Source: an optimization exercise on an open RTL-to-GDS flow (aim: small area, a short achievable clock period and few clock cycles per item). Production flows keep margins and buffers that such runs may drop. Function was checked by simulation only, so behaviour that the tests miss may differ from the original.

==> trial 64: inputs <==
==> flow/design.v <==
package sw_pkg;
    typedef logic [1:0] base_t;
    localparam int RIDX_W = $clog2(16);
    localparam int QIDX_W = $clog2(24);
    localparam int HW = $clog2(2 * 16 + 1);
endpackage
`timescale 1ns/1ps
module sw_sequencer (
    input  logic       clk,
    input  logic       reset,
    input  logic       i_valid,
    output logic       o_start,    
    output logic       o_load,     
    output logic [5:0] o_cnt,      
    output logic       o_finish
);
    localparam int LAST = 24 + 16;
    logic       busy;
    logic [5:0] cnt;
    logic       fin;
    assign o_start = i_valid && !busy;
    assign o_load  = o_start || (busy && cnt < 6'(24 - 1));
    assign o_cnt   = cnt;
    assign o_finish = fin;
    always_ff @(posedge clk or posedge reset) begin
        if (reset) begin
            busy <= 1'b0;
            cnt  <= '0;
            fin  <= 1'b0;
        end else begin
            fin <= busy && (cnt == 6'(LAST));
            if (o_start) begin
                busy <= 1'b1;
                cnt  <= '0;
            end else if (busy) begin
                cnt <= cnt + 1'b1;
                if (cnt == 6'(LAST)) begin
                    busy <= 1'b0;
                end
            end
        end
    end
endmodule
`timescale 1ns/1ps
module sw_pe #(
    parameter int J = 1
) (
    input  logic       clk,
    input  logic       i_first,     
    input  logic       i_cell,      
    input  logic [1:0] i_query,     
    input  logic [1:0] i_ref_pin,   
    input  logic [5:0] i_h_left,    
    input  logic       i_eq_left,   
    output logic [1:0] o_query,
    output logic [5:0] o_h,
    output logic       o_eq
);
    localparam int WH = $clog2(2 * J + 1);
    function automatic logic gt(input logic [WH-1:0] a, input logic [WH-1:0] b);
        logic c;
        c = 1'b0;
        for (int k = 0; k < WH; k++) begin
            c = (a[k] & ~b[k]) | ((a[k] | ~b[k]) & c);
        end
        gt = c;
    endfunction
    function automatic logic [WH-1:0] gap(input logic [WH-1:0] a, input logic e);
        logic [WH:0] t;
        t   = {1'b0, a} - (e ? 1 : 2);
        gap = t[WH] ? '0 : t[WH-1:0];
    endfunction
    localparam logic [WH-1:0] C_MATCH = 2;
    logic [1:0]    ref_q;
    logic [1:0]    query_q;
    logic [WH-1:0] dg_q;
    logic [WH-1:0] h_q;
    logic          eq_i_q;
    logic          eq_d_q;
    logic [1:0]    ref_b;
    logic [WH-1:0] hd;
    logic [WH-1:0] dg_nxt;
    logic [WH-1:0] iv;
    logic [WH-1:0] dv;
    logic          dg_gt_i;
    logic          dg_gt_d;
    logic          i_gt_d;
    logic [WH-1:0] h_nxt;
    assign ref_b = i_first ? i_ref_pin : ref_q;
    assign hd    = (J == 1) ? '0 : WH'(i_h_left);
    assign dg_nxt = (i_query == ref_b) ? hd + C_MATCH : ((hd == '0) ? '0 : hd - 1'b1);
    always_ff @(posedge clk) begin
        if (i_first) begin
            ref_q <= i_ref_pin;
        end
        query_q <= i_query;
        dg_q    <= dg_nxt;
    end
    assign iv = (J <= 2) ? '0 : gap(WH'(i_h_left), i_eq_left);
    assign dv = (J == 1) ? '0 : gap(h_q, eq_d_q);
    assign dg_gt_i = gt(dg_q, iv);
    assign dg_gt_d = gt(dg_q, dv);
    assign i_gt_d  = gt(iv, dv);
    assign h_nxt   = (dg_gt_i && dg_gt_d) ? dg_q : (i_gt_d ? iv : dv);
    always_ff @(posedge clk) begin
        h_q    <= i_cell ? h_nxt : '0;
        eq_i_q <= !dg_gt_i && !gt(dv, iv);
        eq_d_q <= !dg_gt_d && !i_gt_d;
    end
    assign o_query = query_q;
    assign o_h     = 6'(h_q);
    assign o_eq    = eq_i_q;
endmodule
`timescale 1ns/1ps
module sw_pe_array (
    input  logic                              clk,
    input  logic                              reset,
    input  logic                              i_start,
    input  logic                              i_load,
    input  logic [1:0]                        i_query_base,
    input  logic [1:0]                        i_ref_base,
    output logic [16-1:0][5:0]       o_h
);
    logic [16-1:0]      cell_q;    
    logic [16-1:0]      first_q;   
    logic [16-1:0][1:0] query_c;
    logic [16-1:0][5:0] h_c;
    logic [16-1:0]      eq_c;
    for (genvar j = 0; j < 16; j++) begin : g_cell
        logic       diag_act;
        logic       first;
        logic [1:0] query;
        logic [5:0] h_left;
        logic       eq_left;
        if (j == 0) begin : g_head
            assign diag_act = i_load;
            assign first    = i_start;
            assign query    = i_query_base;
            assign h_left   = '0;
            assign eq_left  = 1'b0;
        end else begin : g_body
            assign diag_act = cell_q[j-1];
            assign first    = first_q[j-1];
            assign query    = query_c[j-1];
            assign h_left   = h_c[j-1];
            assign eq_left  = eq_c[j-1];
        end
        always_ff @(posedge clk or posedge reset) begin
            if (reset) begin
                cell_q[j]  <= 1'b0;
                first_q[j] <= 1'b0;
            end else begin
                cell_q[j]  <= diag_act;
                first_q[j] <= first;
            end
        end
        sw_pe #(.J(j + 1)) u_pe (
            .clk        (clk),
            .i_first    (first),
            .i_cell     (cell_q[j]),
            .i_query    (query),
            .i_ref_pin  (i_ref_base),
            .i_h_left   (h_left),
            .i_eq_left  (eq_left),
            .o_query    (query_c[j]),
            .o_h        (h_c[j]),
            .o_eq       (eq_c[j])
        );
    end
    assign o_h = h_c;
endmodule
`timescale 1ns/1ps
module sw_max_tracker (
    input  logic                          clk,
    input  logic                          i_clear,
    input  logic [5:0]                    i_cnt,
    input  logic [16-1:0][5:0]   i_h,
    output logic [5:0]                    o_max,
    output logic [4:0]                    o_pos_ref,
    output logic [4:0]                    o_pos_query
);
    localparam int N = 16;
    function automatic logic gtc(input logic [5:0] a, input logic [5:0] b, input logic c);
        logic r;
        r = c;
        for (int k = 0; k < 6; k++) begin
            r = (a[k] & ~b[k]) | ((a[k] | ~b[k]) & r);
        end
        gtc = r;
    endfunction
    logic [5:0]   g_q;        
    logic [4:0]   col_q;      
    logic [5:0]   diag_q;     
    logic [4:0]   row_q;      
    logic [N-1:0] c2;
    logic [N-1:0] c1;
    logic [N-1:0] c0;
    logic [N-1:0] below;      
    logic [N-1:0] c0b;
    logic         any2;
    logic         any1;
    logic         any0;
    logic [4:0]   enc2;
    logic [4:0]   enc1;
    logic [4:0]   enc0;
    logic [5:0]   cnt1;
    function automatic logic [4:0] lowest(input logic [N-1:0] v);
        lowest = '0;
        for (int k = N - 1; k >= 0; k--) begin
            if (v[k]) begin
                lowest = 5'(k + 1);
            end
        end
    endfunction
    for (genvar k = 0; k < N; k++) begin : g_cls
        logic       ge;
        logic [1:0] d;
        assign ge = gtc(i_h[k], g_q, 1'b1);
        assign d  = i_h[k][1:0] - g_q[1:0];
        assign c2[k] = ge && (d == 2'd2);
        assign c1[k] = ge && (d == 2'd1);
        assign c0[k] = ge && (d == 2'd0);
        assign below[k] = (5'(k + 1) < col_q);
    end
    assign c0b  = c0 & below;
    assign any2 = |c2;
    assign any1 = |c1;
    assign any0 = |c0b;
    assign enc2 = lowest(c2);
    assign enc1 = lowest(c1);
    assign enc0 = lowest(c0b);
    assign cnt1 = i_cnt + 1'b1;
    always_ff @(posedge clk) begin
        if (i_clear) begin
            g_q    <= '0;
            col_q  <= 5'd1;
            diag_q <= 6'd2;
        end else if (any2 || any1 || any0) begin
            g_q    <= g_q + (any2 ? 6'd2 : (any1 ? 6'd1 : 6'd0));
            col_q  <= any2 ? enc2 : (any1 ? enc1 : enc0);
            diag_q <= cnt1;
        end
        row_q <= diag_q[4:0] - col_q;
    end
    assign o_max       = g_q;
    assign o_pos_ref   = col_q;
    assign o_pos_query = row_q;
endmodule
`timescale 1ns/1ps
module sw_top (
    input  logic                                clk,
    input  logic                                reset,
    input  logic                                i_valid,
    input  sw_pkg::base_t                       i_ref_base,
    input  sw_pkg::base_t                       i_query_base,
    output logic                                o_finish,
    output logic [8-1:0]              o_max,
    output logic [sw_pkg::RIDX_W:0]             o_pos_ref,
    output logic [sw_pkg::QIDX_W:0]             o_pos_query
);
    logic                        start;
    logic                        load;
    logic [5:0]                  cnt;
    logic [16-1:0][5:0] h;
    logic [5:0]                  best_s;
    logic [4:0]                  best_j;
    logic [4:0]                  best_i;
    sw_sequencer u_sequencer (
        .clk      (clk),
        .reset    (reset),
        .i_valid  (i_valid),
        .o_start  (start),
        .o_load   (load),
        .o_cnt    (cnt),
        .o_finish (o_finish)
    );
    sw_pe_array u_pe_array (
        .clk          (clk),
        .reset        (reset),
        .i_start      (start),
        .i_load       (load),
        .i_query_base (i_query_base),
        .i_ref_base   (i_ref_base),
        .o_h          (h)
    );
    sw_max_tracker u_max_tracker (
        .clk         (clk),
        .i_clear     (start),
        .i_cnt       (cnt),
        .i_h         (h),
        .o_max       (best_s),
        .o_pos_ref   (best_j),
        .o_pos_query (best_i)
    );
    assign o_max       = 8'(best_s);
    assign o_pos_ref   = best_j;
    assign o_pos_query = {1'b0, best_i};
endmodule
==> flow/run.sh <==
#!/bin/bash
# synth_recipe.tcl (not shown) runs the flow's synth.tcl, then flattens the netlist and writes it again
# the make line also repeats each setting of config.mk as NAME=value (left out here)
make -C /OpenROAD-flow-scripts/flow DESIGN_CONFIG=/design/flow/config.mk WORK_HOME=/design/flow/orfs CLKGATE_MAP_FILE= SYNTH_SCRIPT=/design/flow/synth_recipe.tcl finish
==> flow/config.mk <==
export PLATFORM = sky130hd
export DESIGN_NAME = sw_top
export DESIGN_NICKNAME = sw_top
export VERILOG_FILES = /design/flow/design.v
export SDC_FILE = /design/flow/constraint.sdc
export NUM_CORES = 4
export LEC_CHECK = 0
export CAP_MARGIN = 20
export CORE_MARGIN = 2
export CORE_UTILIZATION = 40
export SETUP_SLACK_MARGIN = 4.3
export SLEW_MARGIN = 20
export TNS_END_PERCENT = 100
==> flow/constraint.sdc <==
create_clock -name core_clock -period 7.5 [get_ports {clk}]
set_input_delay 1.5000 -clock core_clock [delete_from_list [all_inputs] [get_ports {clk}]]
set_output_delay 1.5000 -clock core_clock [all_outputs]
set_load 0.01 [all_outputs]
==> inputs of trial 82, as changes to trial 64 <==
SETUP_SLACK_MARGIN = not set   (was 4.3)
TNS_END_PERCENT = not set   (was 100)
==> comparison table <==
Multi-input combinational area share: trial 82 60.8%; trial 64 59.1%
Headroom to the max-slew limit: trial 82 28.3%; trial 64 37.5%
Min-Delay Startpoint: trial 82 u_pe_array.g_cell[5].u_pe.query_q[1]; trial 64 u_pe_array.g_cell[2].u_pe.query_q[0]
Launching point of the worst reg2reg path: trial 82 u_max_tracker.g_q[0]; trial 64 u_max_tracker.g_q[1]
Post-Place Cells: trial 82 3161; trial 64 3160
Vias in the first global route: trial 82 17770; trial 64 18628
WP buf/inv: trial 82 1; trial 64 11
CP max stage delay: trial 82 1.03 ns; trial 64 0.50 ns
Worst Slack Setup Final: trial 82 2.79 ns; trial 64 3.72 ns
Run status: trial 82 finished clean; trial 64 finished clean
Least-Margin Pin Slew: trial 82 1.07 ns; trial 64 0.934 ns
Timing endpoint of the critical path: trial 82 u_max_tracker.g_q[1]; trial 64 u_max_tracker.col_q[1]
Number of gates given a new drive strength after cts: trial 82 0; trial 64 178
Path depth of the worst reg2reg path: trial 82 14; trial 64 20
Wire length of the first global-routing pass: trial 82 87900 microns; trial 64 92300 microns
Clock network share of area: trial 82 5.08%; trial 64 4.52%
Final clock skew: trial 82 0.0220 ns; trial 64 0.0379 ns
Testbench counts of trial 64, summed over its fixed seeds: cycles 13,440, runs 320.
Testbench counts of trial 82, summed over its fixed seeds: cycles 13,440, runs 320.

---

==> build 92 <==
Starts from the design.v that is shown in full above.
clock: 7.5 ns
lec_check: 0
cap_margin: 20
core_margin: 2
core_utilization: 40
setup_slack_margin: 3.5
slew_margin: 20
tns_end_percent: 100
run.sh (not shown) runs the stock make flow with config.mk's settings and CLKGATE_MAP_FILE= SYNTH_SCRIPT=/design/flow/synth_recipe.tcl, a recipe that flattens the netlist after the stock synthesis.
==> build 48 (differences from build 92) <==
--- a/flow/design.v
+++ b/flow/design.v
@@ -14,5 +14,6 @@
     output logic [5:0] o_cnt,      
+    output logic       o_last,     
     output logic       o_finish
 );
-    localparam int LAST = 24 + 16;
+    localparam int LAST = 24 + 16 - 1;
     logic       busy;
@@ -23,2 +24,3 @@
     assign o_cnt   = cnt;
+    assign o_last  = (cnt == 6'(LAST));
     assign o_finish = fin;
@@ -58,20 +60,16 @@
 );
-    localparam int WH = $clog2(2 * J + 1);
-    function automatic logic gt(input logic [WH-1:0] a, input logic [WH-1:0] b);
-        logic c;
-        c = 1'b0;
-        for (int k = 0; k < WH; k++) begin
-            c = (a[k] & ~b[k]) | ((a[k] | ~b[k]) & c);
+    localparam int WH = $clog2(2 * J + 1);       
+    localparam int WA = $clog2(2 * J + 2);       
+    localparam int WS = WA + 1;                  
+    function automatic logic gtc(input logic [WS-1:0] a, input logic [WS-1:0] b, input logic c);
+        logic r;
+        r = c;
+        for (int k = 0; k < WS; k++) begin
+            r = (a[k] & ~b[k]) | ((a[k] | ~b[k]) & r);
         end
-        gt = c;
-    endfunction
-    function automatic logic [WH-1:0] gap(input logic [WH-1:0] a, input logic e);
-        logic [WH:0] t;
-        t   = {1'b0, a} - (e ? 1 : 2);
-        gap = t[WH] ? '0 : t[WH-1:0];
+        gtc = r;
     endfunction
-    localparam logic [WH-1:0] C_MATCH = 2;
     logic [1:0]    ref_q;
     logic [1:0]    query_q;
-    logic [WH-1:0] dg_q;
+    logic [WA-1:0] a_q;
     logic [WH-1:0] h_q;
@@ -80,13 +78,23 @@
     logic [1:0]    ref_b;
-    logic [WH-1:0] hd;
-    logic [WH-1:0] dg_nxt;
-    logic [WH-1:0] iv;
-    logic [WH-1:0] dv;
-    logic          dg_gt_i;
-    logic          dg_gt_d;
-    logic          i_gt_d;
-    logic [WH-1:0] h_nxt;
+    logic [WA-1:0] hd;
+    logic [WA-1:0] a_nxt;
+    logic [WS-1:0] hl;
+    logic [WS-1:0] hu;
+    logic [WS-1:0] av;
+    logic          el;
+    logic [WS-1:0] ival;
+    logic [WS-1:0] dval;
+    logic [WS-1:0] ival_b;
+    logic [WS-1:0] dval_b;
+    logic [WS-1:0] dg;
+    logic          i_ge_g;
+    logic          d_ge_g;
+    logic          i_ge_d;
+    logic          d_ge_i;
+    logic          eq_i;
+    logic          eq_d;
+    logic [WS-1:0] h_nxt;
     assign ref_b = i_first ? i_ref_pin : ref_q;
-    assign hd    = (J == 1) ? '0 : WH'(i_h_left);
-    assign dg_nxt = (i_query == ref_b) ? hd + C_MATCH : ((hd == '0) ? '0 : hd - 1'b1);
+    assign hd    = (J == 1) ? '0 : WA'(i_h_left);
+    assign a_nxt = (i_query == ref_b) ? hd + 2'd3 : ((hd == '0) ? WA'(1) : hd);
     always_ff @(posedge clk) begin
@@ -96,14 +104,24 @@
         query_q <= i_query;
-        dg_q    <= dg_nxt;
+        a_q     <= a_nxt;
     end
-    assign iv = (J <= 2) ? '0 : gap(WH'(i_h_left), i_eq_left);
-    assign dv = (J == 1) ? '0 : gap(h_q, eq_d_q);
-    assign dg_gt_i = gt(dg_q, iv);
-    assign dg_gt_d = gt(dg_q, dv);
-    assign i_gt_d  = gt(iv, dv);
-    assign h_nxt   = (dg_gt_i && dg_gt_d) ? dg_q : (i_gt_d ? iv : dv);
+    assign hl = (J == 1) ? '0 : WS'(i_h_left);
+    assign el = (J == 1) ? 1'b0 : i_eq_left;
+    assign hu = WS'(h_q);
+    assign av = WS'(a_q);
+    assign i_ge_g = gtc(hl, av, el);               
+    assign d_ge_g = gtc(hu, av, eq_d_q);
+    assign ival   = hl - WS'(2) + WS'(el);
+    assign dval   = hu - WS'(2) + WS'(eq_d_q);
+    assign ival_b = {~ival[WS-1], ival[WS-2:0]};
+    assign dval_b = {~dval[WS-1], dval[WS-2:0]};
+    assign i_ge_d = gtc(ival_b, dval_b, 1'b1);
+    assign d_ge_i = gtc(dval_b, ival_b, 1'b1);
+    assign eq_i   = i_ge_g && i_ge_d;
+    assign eq_d   = d_ge_g && d_ge_i;
+    assign dg     = av - 1'b1;
+    assign h_nxt  = (!i_ge_g && !d_ge_g) ? dg : (eq_i ? ival : dval);
     always_ff @(posedge clk) begin
-        h_q    <= i_cell ? h_nxt : '0;
-        eq_i_q <= !dg_gt_i && !gt(dv, iv);
-        eq_d_q <= !dg_gt_d && !i_gt_d;
+        h_q    <= i_cell ? WH'(h_nxt) : '0;
+        eq_i_q <= eq_i;
+        eq_d_q <= eq_d;
     end
@@ -124,3 +142,2 @@
     logic [16-1:0]      cell_q;    
-    logic [16-1:0]      first_q;   
     logic [16-1:0][1:0] query_c;
@@ -142,3 +159,3 @@
             assign diag_act = cell_q[j-1];
-            assign first    = first_q[j-1];
+            assign first    = cell_q[j-1] && !cell_q[j];
             assign query    = query_c[j-1];
@@ -150,6 +167,4 @@
                 cell_q[j]  <= 1'b0;
-                first_q[j] <= 1'b0;
             end else begin
                 cell_q[j]  <= diag_act;
-                first_q[j] <= first;
             end
@@ -176,2 +191,3 @@
     input  logic [5:0]                    i_cnt,
+    input  logic                          i_last,    
     input  logic [16-1:0][5:0]   i_h,
@@ -206,2 +222,5 @@
     logic [5:0]   cnt1;
+    logic [5:0]   g_p1;
+    logic [5:0]   g_p2;
+    logic         take;
     function automatic logic [4:0] lowest(input logic [N-1:0] v);
@@ -214,10 +233,12 @@
     endfunction
+    logic [3:0] g_oh;
+    assign g_oh = 4'b0001 << g_q[1:0];
     for (genvar k = 0; k < N; k++) begin : g_cls
         logic       ge;
-        logic [1:0] d;
-        assign ge = gtc(i_h[k], g_q, 1'b1);
-        assign d  = i_h[k][1:0] - g_q[1:0];
-        assign c2[k] = ge && (d == 2'd2);
-        assign c1[k] = ge && (d == 2'd1);
-        assign c0[k] = ge && (d == 2'd0);
+        logic [3:0] h_oh;
+        assign ge    = gtc(i_h[k], g_q, 1'b1);
+        assign h_oh  = 4'b0001 << i_h[k][1:0];
+        assign c0[k] = ge && |(h_oh & g_oh);
+        assign c1[k] = ge && |(h_oh & {g_oh[2:0], g_oh[3]});
+        assign c2[k] = ge && |(h_oh & {g_oh[1:0], g_oh[3:2]});
         assign below[k] = (5'(k + 1) < col_q);
@@ -232,2 +253,5 @@
     assign cnt1 = i_cnt + 1'b1;
+    assign g_p1 = g_q + 6'd1;
+    assign g_p2 = g_q + 6'd2;
+    assign take = any2 || any1 || any0;
     always_ff @(posedge clk) begin
@@ -237,4 +261,4 @@
             diag_q <= 6'd2;
-        end else if (any2 || any1 || any0) begin
-            g_q    <= g_q + (any2 ? 6'd2 : (any1 ? 6'd1 : 6'd0));
+        end else if (take) begin
+            g_q    <= any2 ? g_p2 : (any1 ? g_p1 : g_q);
             col_q  <= any2 ? enc2 : (any1 ? enc1 : enc0);
@@ -242,3 +266,7 @@
         end
-        row_q <= diag_q[4:0] - col_q;
+        if (i_last && take) begin
+            row_q <= 5'(24);
+        end else begin
+            row_q <= diag_q[4:0] - col_q;
+        end
     end
@@ -263,2 +291,3 @@
     logic [5:0]                  cnt;
+    logic                        last;
     logic [16-1:0][5:0] h;
@@ -274,2 +303,3 @@
         .o_cnt    (cnt),
+        .o_last   (last),
         .o_finish (o_finish)
@@ -289,2 +319,3 @@
         .i_cnt       (cnt),
+        .i_last      (last),
         .i_h         (h),
Settings changed: SETUP_SLACK_MARGIN 3.5 to 4.4.
==> build 1 (differences from build 92) <==
Settings changed: SETUP_SLACK_MARGIN 3.5 to 5.0.
==> trial 66 (differences from build 92) <==
--- a/flow/design.v
+++ b/flow/design.v
@@ -14,5 +14,6 @@
     output logic [5:0] o_cnt,      
+    output logic       o_last,     
     output logic       o_finish
 );
-    localparam int LAST = 24 + 16;
+    localparam int LAST = 24 + 16 - 1;
     logic       busy;
@@ -23,2 +24,3 @@
     assign o_cnt   = cnt;
+    assign o_last  = (cnt == 6'(LAST));
     assign o_finish = fin;
@@ -124,3 +126,2 @@
     logic [16-1:0]      cell_q;    
-    logic [16-1:0]      first_q;   
     logic [16-1:0][1:0] query_c;
@@ -142,3 +143,3 @@
             assign diag_act = cell_q[j-1];
-            assign first    = first_q[j-1];
+            assign first    = cell_q[j-1] && !cell_q[j];
             assign query    = query_c[j-1];
@@ -150,6 +151,4 @@
                 cell_q[j]  <= 1'b0;
-                first_q[j] <= 1'b0;
             end else begin
                 cell_q[j]  <= diag_act;
-                first_q[j] <= first;
             end
@@ -176,2 +175,3 @@
     input  logic [5:0]                    i_cnt,
+    input  logic                          i_last,    
     input  logic [16-1:0][5:0]   i_h,
@@ -206,2 +206,5 @@
     logic [5:0]   cnt1;
+    logic [5:0]   g_p1;
+    logic [5:0]   g_p2;
+    logic         take;
     function automatic logic [4:0] lowest(input logic [N-1:0] v);
@@ -232,2 +235,5 @@
     assign cnt1 = i_cnt + 1'b1;
+    assign g_p1 = g_q + 6'd1;
+    assign g_p2 = g_q + 6'd2;
+    assign take = any2 || any1 || any0;
     always_ff @(posedge clk) begin
@@ -237,4 +243,4 @@
             diag_q <= 6'd2;
-        end else if (any2 || any1 || any0) begin
-            g_q    <= g_q + (any2 ? 6'd2 : (any1 ? 6'd1 : 6'd0));
+        end else if (take) begin
+            g_q    <= any2 ? g_p2 : (any1 ? g_p1 : g_q);
             col_q  <= any2 ? enc2 : (any1 ? enc1 : enc0);
@@ -242,3 +248,7 @@
         end
-        row_q <= diag_q[4:0] - col_q;
+        if (i_last && take) begin
+            row_q <= 5'(24);
+        end else begin
+            row_q <= diag_q[4:0] - col_q;
+        end
     end
@@ -263,2 +273,3 @@
     logic [5:0]                  cnt;
+    logic                        last;
     logic [16-1:0][5:0] h;
@@ -274,2 +285,3 @@
         .o_cnt    (cnt),
+        .o_last   (last),
         .o_finish (o_finish)
@@ -289,2 +301,3 @@
         .i_cnt       (cnt),
+        .i_last      (last),
         .i_h         (h),
Settings changed: SETUP_SLACK_MARGIN 3.5 to 4.0.
==> summary.txt <==
metric	build 1	build 92	build 48	trial 66
Resized cells post-CTS	395	2	163	89
Seq/Total Area, Yosys	28.4%	28.4%	26.2%	27.3%
Largest net degree at the start of global routing	40	40	26	28
Total of flip-flops plus latches after synthesis	289	289	276	274
Highest Clock Rate	262 MHz	256 MHz	294 MHz	267 MHz
Count of distinct cell types in the synthesized netlist	107	107	85	94
Final standard cell count with taps included and fillers excluded	3,428	3,238	3,466	3,261
Launching instance or port of the critical path	u_max_tracker.g_q[0]$_SDFFE_PP0P_	u_pe_array.g_cell[6].u_pe.h_q[0]$_SDFF_PN0_	u_max_tracker.g_q[0]$_SDFFE_PP0P_	u_max_tracker.g_q[1]$_SDFFE_PP0P_
Status	complete, no violations	complete, no violations	complete, no violations	complete, no violations
Initial Util	40.3%	40.3%	40.3%	40.2%
Met1 GRT Util	26.9%	24.8%	30.4%	25.5%
Clock buffers	48	45	46	47
Worst-Skew Late Latency	570 ps	540 ps	560 ps	580 ps
First-pass iteration count of the detailed router	5	7	6	5
Multi-input gates	1,961	1,960	2,046	1,979
DR vias	19,600	18,400	19,800	18,600
Clock buf/inv share	4.56%	5.45%	4.59%	4.15%
Share of the synthesized area in the top cell type	23.8%	23.8%	23.4%	24.4%
Synth Instances	2,515	2,515	2,593	2,501
Testbench counts of build 92, summed over its fixed seeds: cycles 13,440, runs 320.
Testbench counts of build 48, summed over its fixed seeds: cycles 13,120, runs 320.
Testbench counts of build 1, summed over its fixed seeds: cycles 13,440, runs 320.
Testbench counts of trial 66, summed over its fixed seeds: cycles 13,120, runs 320.

==> separate check: timing with driven ports <==
The flow's constraints put no driver on any port. The routed layouts listed below were extracted and timed again, unchanged, in two steps.
Step 1 assumes that a clkbuf_16 drives the clock port and a buf_2 every other input.
Step 2 also shifts input and output timing later by t, the mid clock arrival at the registers, as if the neighbouring blocks saw the same clock.
Slacks: ideal / step 1 / step 2; pairs: ideal / step 1.
run | shift t [ns] | setup slack, ns | latest minus earliest clock arrival (ns)
trial 64 | 0.599 | 3.718 / 3.718 / 3.718 | 0.040 / 0.040
trial 82 | 0.593 | 2.788 / 2.788 / 2.788 | 0.023 / 0.023
build 92 | 0.591 | 3.594 / 3.594 / 3.232 | 0.016 / 0.017
build 48 | 0.610 | 4.096 / 4.096 / 3.991 | 0.032 / 0.032
build 1 | 0.612 | 3.685 / 3.685 / 3.685 | 0.033 / 0.034
trial 66 | 0.631 | 3.760 / 3.760 / 3.629 | 0.012 / 0.011
After both steps every run listed still meets setup and hold. The setup slack of build 92, which loses most, moves by 0.000 ns with the drivers and by -0.362 ns with both steps.
